Context: an optimization exercise on an open-source flow, tuned for small area, a short achievable clock period and few clock cycles per item. The choices shown serve that exercise and are no tape-out recipe. In this exercise RTL edits were held to simulation tests only and were not proved equivalent to the original. Power and IR drop assume default switching activity.

==> flow/design.v (outline; a module is shown in full before it is edited, if it fits) <==
// module booth_recoder: 16 lines
// module booth_mult_top: 1452 lines
module booth_mult_top (
	input  logic                          clk,
	input  logic                          reset,
	input  logic                          in_valid,
	input  logic signed [16-1:0] multiplicand,
	input  logic signed [16-1:0] multiplier,
	output logic                          out_valid,
	output logic signed [32-1:0] product
);
  // ...
==> flow/flow/run.sh <==
#!/bin/bash
# Layout flow: the standard ORFS flow (standard.sh), unchanged synthesis, with these changes:
#  - after synthesis, polarity.py re-chooses the polarity of full adders and xor gates so that
#    fewer inverters are needed (registers and all other cells are left as they are);
#  - port buffers are buf_1 instead of the delay buffer that buffer_ports picks by default;
#  - clock tree: sink clusters of up to 20 registers under sky130_fd_sc_hd__clkbuf_8 leaves, no dummy loads.
# Each tool writes its full output to a log here: synth.log, polarity.log, standard.log
# (and ORFS's own logs under orfs/).
set -euo pipefail
R=orfs/results/sky130hd/booth_mult_top/base
bash standard.sh synth > synth.log 2>&1
cp $R/1_2_yosys.v $R/1_2_yosys_std.v
python3 flow/polarity.py $R/1_2_yosys_std.v $R/1_2_yosys.v > polarity.log 2>&1
rm -f $R/1_synth.odb $R/1_synth.sdc
export BUFFER_PORTS_ARGS="-buffer_cell sky130_fd_sc_hd__buf_1"
export CTS_ARGS="-sink_clustering_enable -repair_clock_nets -buf_list sky130_fd_sc_hd__clkbuf_8 -sink_clustering_size 20 -sink_clustering_max_diameter 60 -dont_use_dummy_load"
bash standard.sh > standard.log 2>&1
==> flow/flow/polarity.py <==
#!/usr/bin/env python3
"""Re-choose the polarity of full adders and xor gates in a mapped sky130 netlist so that fewer
inverters are needed.

usage: polarity.py IN.v OUT.v

A full adder with all three inputs inverted gives both outputs inverted, and an xor/xnor gate
can take in or give out either polarity by trading xor for xnor. Synthesis leaves inverters
between such cells; this picks a polarity per cell that needs the fewest inverters, removes the
old inverters and adds one inverter per net whose complement is still needed. Registers and
all other cells keep their polarity.
"""
import re
import sys
from collections import defaultdict

src = open(sys.argv[1]).read()
m = re.search(r'^(.*?\n)(\s*sky130_fd_sc_hd__.*?;\n)(\s*endmodule.*)$', src, re.S)
head = src[:src.index('  sky130_fd_sc_hd__')]
tail = src[src.rindex(');') + 3:]
cells = []
for cm in re.finditer(r'^\s*(sky130_fd_sc_hd__(\w+))\s+(\S+)\s*\((.*?)\);', src, re.S | re.M):
    pins = [(p, n.strip()) for p, n in re.findall(r'\.(\w+)\(([^()]*)\)', cm.group(4))]
    cells.append({'type': cm.group(1), 'base': cm.group(2), 'name': cm.group(3), 'pins': pins})

OUTP = {'X', 'Y', 'Q', 'Q_N', 'SUM', 'COUT', 'HI', 'LO'}
ports = set()
for d in re.findall(r'^\s*(?:input|output)\s+(?:\[[^\]]*\]\s*)?(\S+);', head, re.M):
    ports.add(d)


def is_port_net(n):
    base = n.split('[')[0].strip().lstrip('\\')
    return base in ports


def kind(c):
    b = c['base']
    if re.match(r'(clk)?inv_\d+$', b):
        return 'inv'
    if re.match(r'fa_\d+$', b):
        return 'fa'
    if re.match(r'x(n)?or2_\d+$', b):
        return 'xor'
    return 'fixed'


driver = {}
for i, c in enumerate(cells):
    for p, n in c['pins']:
        if p in OUTP:
            driver[n] = (i, p)

# inverters whose output is a port stay as they are
for c in cells:
    c['kind'] = kind(c)
    if c['kind'] == 'inv' and is_port_net(dict(c['pins'])['Y']):
        c['kind'] = 'fixed'


def root(n):
    """(root net, parity) following removable inverters back"""
    par = 0
    while n in driver and cells[driver[n][0]]['kind'] == 'inv':
        n = dict(cells[driver[n][0]]['pins'])['A']
        par ^= 1
    return n, par


# loads: (cell index, pin, root, parity)
loads = []
for i, c in enumerate(cells):
    if c['kind'] == 'inv':
        continue
    for p, n in c['pins']:
        if p in OUTP:
            continue
        if n.startswith("1'b") or n == '':
            loads.append((i, p, n, 0))
            continue
        r, par = root(n)
        loads.append((i, p, r, par))
# output ports driven through inverters are kept by the fixed inverters above; ports driven
# directly keep their driver.

flip = [0] * len(cells)
flippable = [i for i, c in enumerate(cells) if c['kind'] in ('fa', 'xor')]
by_root = defaultdict(list)
for k, (i, p, r, par) in enumerate(loads):
    by_root[r].append(k)
cell_loads = defaultdict(list)   # loads on cell i's inputs
for k, (i, p, r, par) in enumerate(loads):
    cell_loads[i].append(k)
cell_roots = defaultdict(set)    # roots driven by cell i
for n, (i, p) in driver.items():
    if cells[i]['kind'] != 'inv':
        cell_roots[i].add(n)


def drv_flip(r):
    if r in driver:
        i = driver[r][0]
        return flip[i]
    return 0


def need(k):
    """1 if load k needs the complement of what its root net carries"""
    i, p, r, par = loads[k]
    if r.startswith("1'b"):
        return 0
    if cells[i]['kind'] == 'xor':
        return 0
    want = par ^ (flip[i] if cells[i]['kind'] == 'fa' else 0)
    return want ^ drv_flip(r)


def root_cost(r):
    return 1 if any(need(k) for k in by_root[r]) else 0


def cost_around(i):
    rs = set(cell_roots[i])
    for k in cell_loads[i]:
        rs.add(loads[k][2])
    return sum(root_cost(r) for r in rs if not r.startswith("1'b"))


total = sum(root_cost(r) for r in by_root if not r.startswith("1'b"))
start = sum(1 for c in cells if c['kind'] == 'inv')
# local search: single-cell flips, sideways moves allowed, annealed; keep the best found
import math
import random
rng = random.Random(1)
cur = total
best = cur
best_flip = list(flip)
iters = int(__import__("os").environ.get("POL_ITERS", "40000"))
for it in range(iters):
    temp = 0.6 * (1 - it / iters) + 0.01
    i = flippable[rng.randrange(len(flippable))]
    before = cost_around(i)
    flip[i] ^= 1
    d = cost_around(i) - before
    if d <= 0 or rng.random() < math.exp(-d / temp):
        cur += d
        if cur < best:
            best = cur
            best_flip = list(flip)
    else:
        flip[i] ^= 1
flip = best_flip
passes = iters
total = sum(root_cost(r) for r in by_root if not r.startswith("1'b"))

# ---- emit ----
inv_of = {}
new_wires = []


def complement(r):
    if r not in inv_of:
        k = len(inv_of)
        n = f'polinv_{k}_n'
        inv_of[r] = n
        new_wires.append(n)
    return inv_of[r]


out_cells = []
for i, c in enumerate(cells):
    if c['kind'] == 'inv':
        continue
    pins = []
    xor_par = 0
    for p, n in c['pins']:
        if p in OUTP:
            pins.append((p, n))
            continue
        if n.startswith("1'b") or n == '':
            pins.append((p, n))
            continue
        r, par = root(n)
        have = drv_flip(r)
        if c['kind'] == 'xor':
            xor_par ^= par ^ have
            pins.append((p, r))
        else:
            want = par ^ (flip[i] if c['kind'] == 'fa' else 0)
            pins.append((p, complement(r) if want ^ have else r))
    typ = c['type']
    if c['kind'] == 'xor':
        if xor_par ^ flip[i]:
            typ = typ.replace('__xor2', '__XX').replace('__xnor2', '__xor2').replace('__XX', '__xnor2')
            # xor2 drives X, xnor2 drives Y
            outp = 'X' if '__xor2' in typ else 'Y'
            pins = [((outp if p in ('X', 'Y') else p), n) for p, n in pins]
    out_cells.append((typ, c['name'], pins))
for r, n in inv_of.items():
    out_cells.append(('sky130_fd_sc_hd__inv_1', f'polinv_{n.split("_")[1]}', [('A', r), ('Y', n)]))

lines = [head.rstrip('\n')]
for n in new_wires:
    lines.append(f'  wire {n};')
for typ, name, pins in out_cells:
    lines.append(f'  {typ} {name} (')
    lines.append(',\n'.join(f'    .{p}({n} )' if n.startswith('\\') else f'    .{p}({n})' for p, n in pins))
    lines.append('  );')
lines.append(tail.lstrip('\n').rstrip('\n'))
open(sys.argv[2], 'w').write('\n'.join(lines) + '\n')
sys.stderr.write(f'polarity: {start} inverters before, {len(inv_of)} after, '
                 f'{sum(flip)} of {len(flippable)} cells flipped, {passes} passes\n')
==> flow/standard.sh <==
#!/bin/bash
# synth_recipe.tcl (not shown) runs the flow's synth.tcl, then flattens the netlist and writes it again
# the make line also repeats each setting of config.mk as NAME=value (left out here)
make -C /OpenROAD-flow-scripts/flow DESIGN_CONFIG=/design/flow/config.mk WORK_HOME=/design/flow/orfs CLKGATE_MAP_FILE= SYNTH_SCRIPT=/design/flow/synth_recipe.tcl "${@:-finish}"
==> flow/config.mk <==
export PLATFORM = sky130hd
export DESIGN_NAME = booth_mult_top
export DESIGN_NICKNAME = booth_mult_top
export VERILOG_FILES = /design/flow/design.v
export SDC_FILE = /design/flow/constraint.sdc
export NUM_CORES = 4
export LEC_CHECK = 0
export CAP_MARGIN = 20
export CORE_MARGIN = 2
export CORE_UTILIZATION = 50
export SETUP_SLACK_MARGIN = 3.4
export SLEW_MARGIN = 20
==> flow/constraint.sdc <==
create_clock -name core_clock -period 5.5 [get_ports {clk}]
set_input_delay 1.1000 -clock core_clock [delete_from_list [all_inputs] [get_ports {clk}]]
set_output_delay 1.1000 -clock core_clock [all_outputs]
set_load 0.01 [all_outputs]
==> flow_summary.yaml, run 1 <==
status:
  outcome: "timing/DRC/antenna clean"
drt:
  wl_um: 20700
  drtAntennaViolNets: 0
  route.detailed.drc: 0
global_routing:
  grt_antenna_before_repair: 0
  globalRoute.totalOverflow: 0
  grt_usage_pct: 19.7
  use_met2_pct: 32.9
clock_tree:
  clkSlewWorstSetupHoldPaths_ns: 0.11
  cts_post_setup_buffers_inserted: 1
  tritoncts_clock_tree: "built"
  cts_htree_levels: 1
  numCtsBuffers: 16
setup_path:
  worst-path-stages: 1
  worst-setup-path-type: "reg2out"
  max_stage_delay_ns: 0.34
power_and_ir_drop:
  sequentialPower_mw: 2.56
  power.clock.fraction_pct: 13.6
timing:
  final_hold_viol_count: 0
  worstMarginPinSlew_ns: 0.563
  fin_hold_ws_ns: 0.307
  fmaxAchievable_ghz: 0.478
worst_hold_path:
  hold_start: "lo_sum_4_q2"
layout:
  finalNonFillerCells: 1139
  layout_common_cells: "166 x sky130_fd_sc_hd__dfxtp_1, 135 x sky130_fd_sc_hd__xnor2_1, 119 x sky130_fd_sc_hd__a22oi_1"
floorplanning:
  floorplan.initialDensity_pct: 51.3
placed_design:
  place.detailed.hpwl_um: 14600
yosys:
  post_synth_instance_area_sq_um: 10100
Testbench counts, summed over its fixed seeds: cycles 24,024, items 24,000.
==> run 2: changes to the inputs <==
==> flow/flow/run.sh (replaced) <==
#!/bin/bash
# Layout flow: the standard ORFS flow (standard.sh), unchanged synthesis, with these changes:
#  - after synthesis, polarity.py re-chooses the polarity of full adders and xor gates so that
#    fewer inverters are needed (registers and all other cells are left as they are);
#  - port buffers are buf_1 instead of the delay buffer that buffer_ports picks by default;
#  - clock tree: sink clusters of up to 36 registers under sky130_fd_sc_hd__clkbuf_16 leaves, no dummy loads.
# Each tool writes its full output to a log here: synth.log, polarity.log, standard.log
# (and ORFS's own logs under orfs/).
set -euo pipefail
R=orfs/results/sky130hd/booth_mult_top/base
bash standard.sh synth > synth.log 2>&1
cp $R/1_2_yosys.v $R/1_2_yosys_std.v
python3 flow/polarity.py $R/1_2_yosys_std.v $R/1_2_yosys.v > polarity.log 2>&1
rm -f $R/1_synth.odb $R/1_synth.sdc
export BUFFER_PORTS_ARGS="-buffer_cell sky130_fd_sc_hd__buf_1"
export CTS_ARGS="-sink_clustering_enable -repair_clock_nets -buf_list sky130_fd_sc_hd__clkbuf_16 -sink_clustering_size 36 -sink_clustering_max_diameter 100 -dont_use_dummy_load"
bash standard.sh > standard.log 2>&1
==> run 2 against run 1 <==
Net effect: cell count fell by 0.53%; still clean; largest cell class unchanged; sequential power barely moved; worst setup slack improved by 0.016 ns.
==> flow_summary.yaml, run 2 <==
layout:
  post_route_cells_drive_above_1_share_pct: 11.3
  n_fill_cell: 1724
  finish.net_count: 1047
  area_growth_from_synthesis_to_final_layout_pct: 8.73
  registers.top_by_ff_count: "product"
  insertedDiodeCount: 0
  largest_register_ff_count: 32
  finalNonFillerCells: 1133
  biggest_registers_after_layout: "product x32, md_r x16"
  layout_common_cells: "173 x sky130_fd_sc_hd__dfxtp_1, 135 x sky130_fd_sc_hd__xnor2_1, 115 x sky130_fd_sc_hd__a22oi_1"
  layout.cells.most_common: "sky130_fd_sc_hd__dfxtp_1"
  fin_util_pct: 55.8
power_and_ir_drop:
  share_of_power_burned_in_registers_pct: 47.5
  power.clock.fraction_pct: 14.5
  total_power_mw: 5.36
  switching_share_pct: 34.6
  peakVddDrop_v: 0.000271
  power.share.combinational_pct: 38.0
  p_switching_mw: 1.86
  power.static_leakage_nw: 4.25
  p_int_mw: 3.51
  power_density_nw_per_um2: 489
yosys:
  synthesis.area_per_instance_sq_um: 11.9
  yosysWarnings: 2
  mapped_nets: 1027
  syn_inst: 850
  post_synth_instance_area_sq_um: 10100
global_routing:
  grt_usage_pct: 19.6
  first_global_vias: 6420
  largest_net_degree_at_the_start_of_global_routing: 37
  grt_first_pass_wirelength_um: 33800
  globalRoute.totalOverflow: 0
  grt_antenna_before_repair: 0
setup_path:
  critical_path.reg2reg.startpoint: "two_r[5]"
  crit_start: "two_r[5]"
  crit_path_start_kind: "flop"
  end_kind: "flop"
  ff2ff_path_depth: 4
  arrival_ns: 2.37
  largest_fanout_on_the_critical_path: 16
  crit_required_ns: 5.80
  worst-setup-path-type: "reg2reg"
clock_tree:
  clock_tree.buffer_depth: 3
  cts.sink_count: 213
  cts_htree_levels: 1
  clk_root_buffer_cell: "sky130_fd_sc_hd__clkbuf_16"
  insertion_delay_ns: 0.49
  clkSlewWorstSetupHoldPaths_ns: 0.12
  cts_hold_buffers: 0
  tritoncts_clock_tree: "built"
  numCtsBuffers: 10
placed_design:
  place_inst: 1110
  gp_congestion: 0.883
  io_buffer_count: 67
  place.detailed.hpwl_um: 14600
status:
  outcome: "timing/DRC/antenna clean"
timing:
  worstMarginPinSlew_ns: 0.575
  timing.final.setup_violations: 0
  setup_tns_ns: 0
  worst_slew_margin_rel_pct: 61.6
  clk_skew_ns: 0.0668
  final.min_clock_period_ns: 2.08
  final_hold_viol_count: 0
  min_period_over_period_pct: 37.8
  maxSlewViolCount: 0
  rsz0062_at_grt: "yes"
  fmaxAchievable_ghz: 0.481
floorplanning:
  die_width_um: 146
  die_y_um: 146
  design.die.area_sq_um: 21300
  num_io_pins: 68
  row_count: 51
  floorplan.initialDensity_pct: 51.3
  core_sq_um: 19700
drt:
  drt_pass1_iterations: 6
  routedWlPerCell_um: 18.3
  route.detailed.drc: 0
  via_count: 6247
  drtAntennaViolNets: 0
  routed_via_density: 5.51
  drt-initial-drc-count: 516
  wl_um: 20700
job:
  drv.max_cap_violation_count: 0
worst_hold_path:
  hold_path_depth: 0
  hold_start: "lo_sum_2_q2"
  hp-class: "reg2reg"
==> run 2: worst max-delay path: stages, from the launching register on <==
cell and delay [ns]:
sky130_fd_sc_hd__dfxtp_2 0.58, sky130_fd_sc_hd__a22oi_1 0.14, sky130_fd_sc_hd__xnor2_1 0.24, sky130_fd_sc_hd__fa_1 0.48
sky130_fd_sc_hd__fa_1 0.46
==> run 2: through the flow <==
step	hold WS [ns]	area (sq um)	setup slack [ns]
finish	0.339	11000	3.42
global route	0.346	11000	3.34
CTS	0.342	10800	3.36
detailed placement	0.313	10400	2.97
global placement	0.311	10400	3.05
floorplan	0.310	10200	3.38
==> run 2: worst paths after layout <==
check	to	slack [ns]
min reg2reg	product[2]	0.34
max	s139_q1	3.42
max reg2reg	s139_q1	3.42
min	product[2]	0.34
==> run 2: cell type report <==
cell class | instances | area (sq um) | area share (%)
timing repair buffer | 80 | 407 | 3.71
inverter | 24 | 90.1 | 0.821
tap | 265 | 332 | 3.02
clock buffer | 10 | 250 | 2.28
multi-input combinational | 541 | 5500 | 50.1
sequential | 213 | 4390 | 40.0
==> run 2: timing repair <==
action | in CTS | in global routing
buffers inserted | 2 | 11
endpoints found under the setup margin | 66 | 49
pin swaps | 1 | 7
resized for setup | 58 | 36
==> run 2: metal layers <==
layer / wire length, um / GRT usage, % / vias up
li1: - / - / 2903
met1: 9110 / 27.0 / 3104
met2: 9870 / 32.7 / 208
met3: 1360 / 3.13 / 32
met4: 374 / 4.32 / 0
met5: 0 / 0 / -
==> run 2: power groups by stage <==
stage,clock network [mW],logic (mW),registers [mW]
global route,0.862,2.45,2.62
finish,0.775,2.04,2.55
detailed placement,0,2.05,2.60
CTS,0.809,2.08,2.56
floorplan,0,1.49,2.48
global placement,0,1.97,2.58

-- what the ideal ports hide --
Ports are ideal in the flow. The routed layouts listed here were re-timed in OpenROAD. Step 1 (the two cells are an assumption about what drives the block):
set clk [get_ports {clk}]
set_driving_cell -lib_cell sky130_fd_sc_hd__clkbuf_16 $clk
set_driving_cell -lib_cell sky130_fd_sc_hd__buf_2 [delete_from_list [all_inputs] $clk]
Step 2 times the ports against the registers' clock, not the clock port: input delays grow and output delays shrink by t, the midpoint of the rising clock arrivals with the driver on. a / b / c = ideal ports / drivers / drivers and shift; a / b = the first two.
run | t (ns) | slack for setup (ns) | pins driven straight from the clock port
run 1 | 0.538 | 3.407 / 3.371 / 3.436 | 1
run 2 | 0.501 | 3.423 / 3.398 / 3.423 | 1
After both steps every run listed still meets setup and hold.
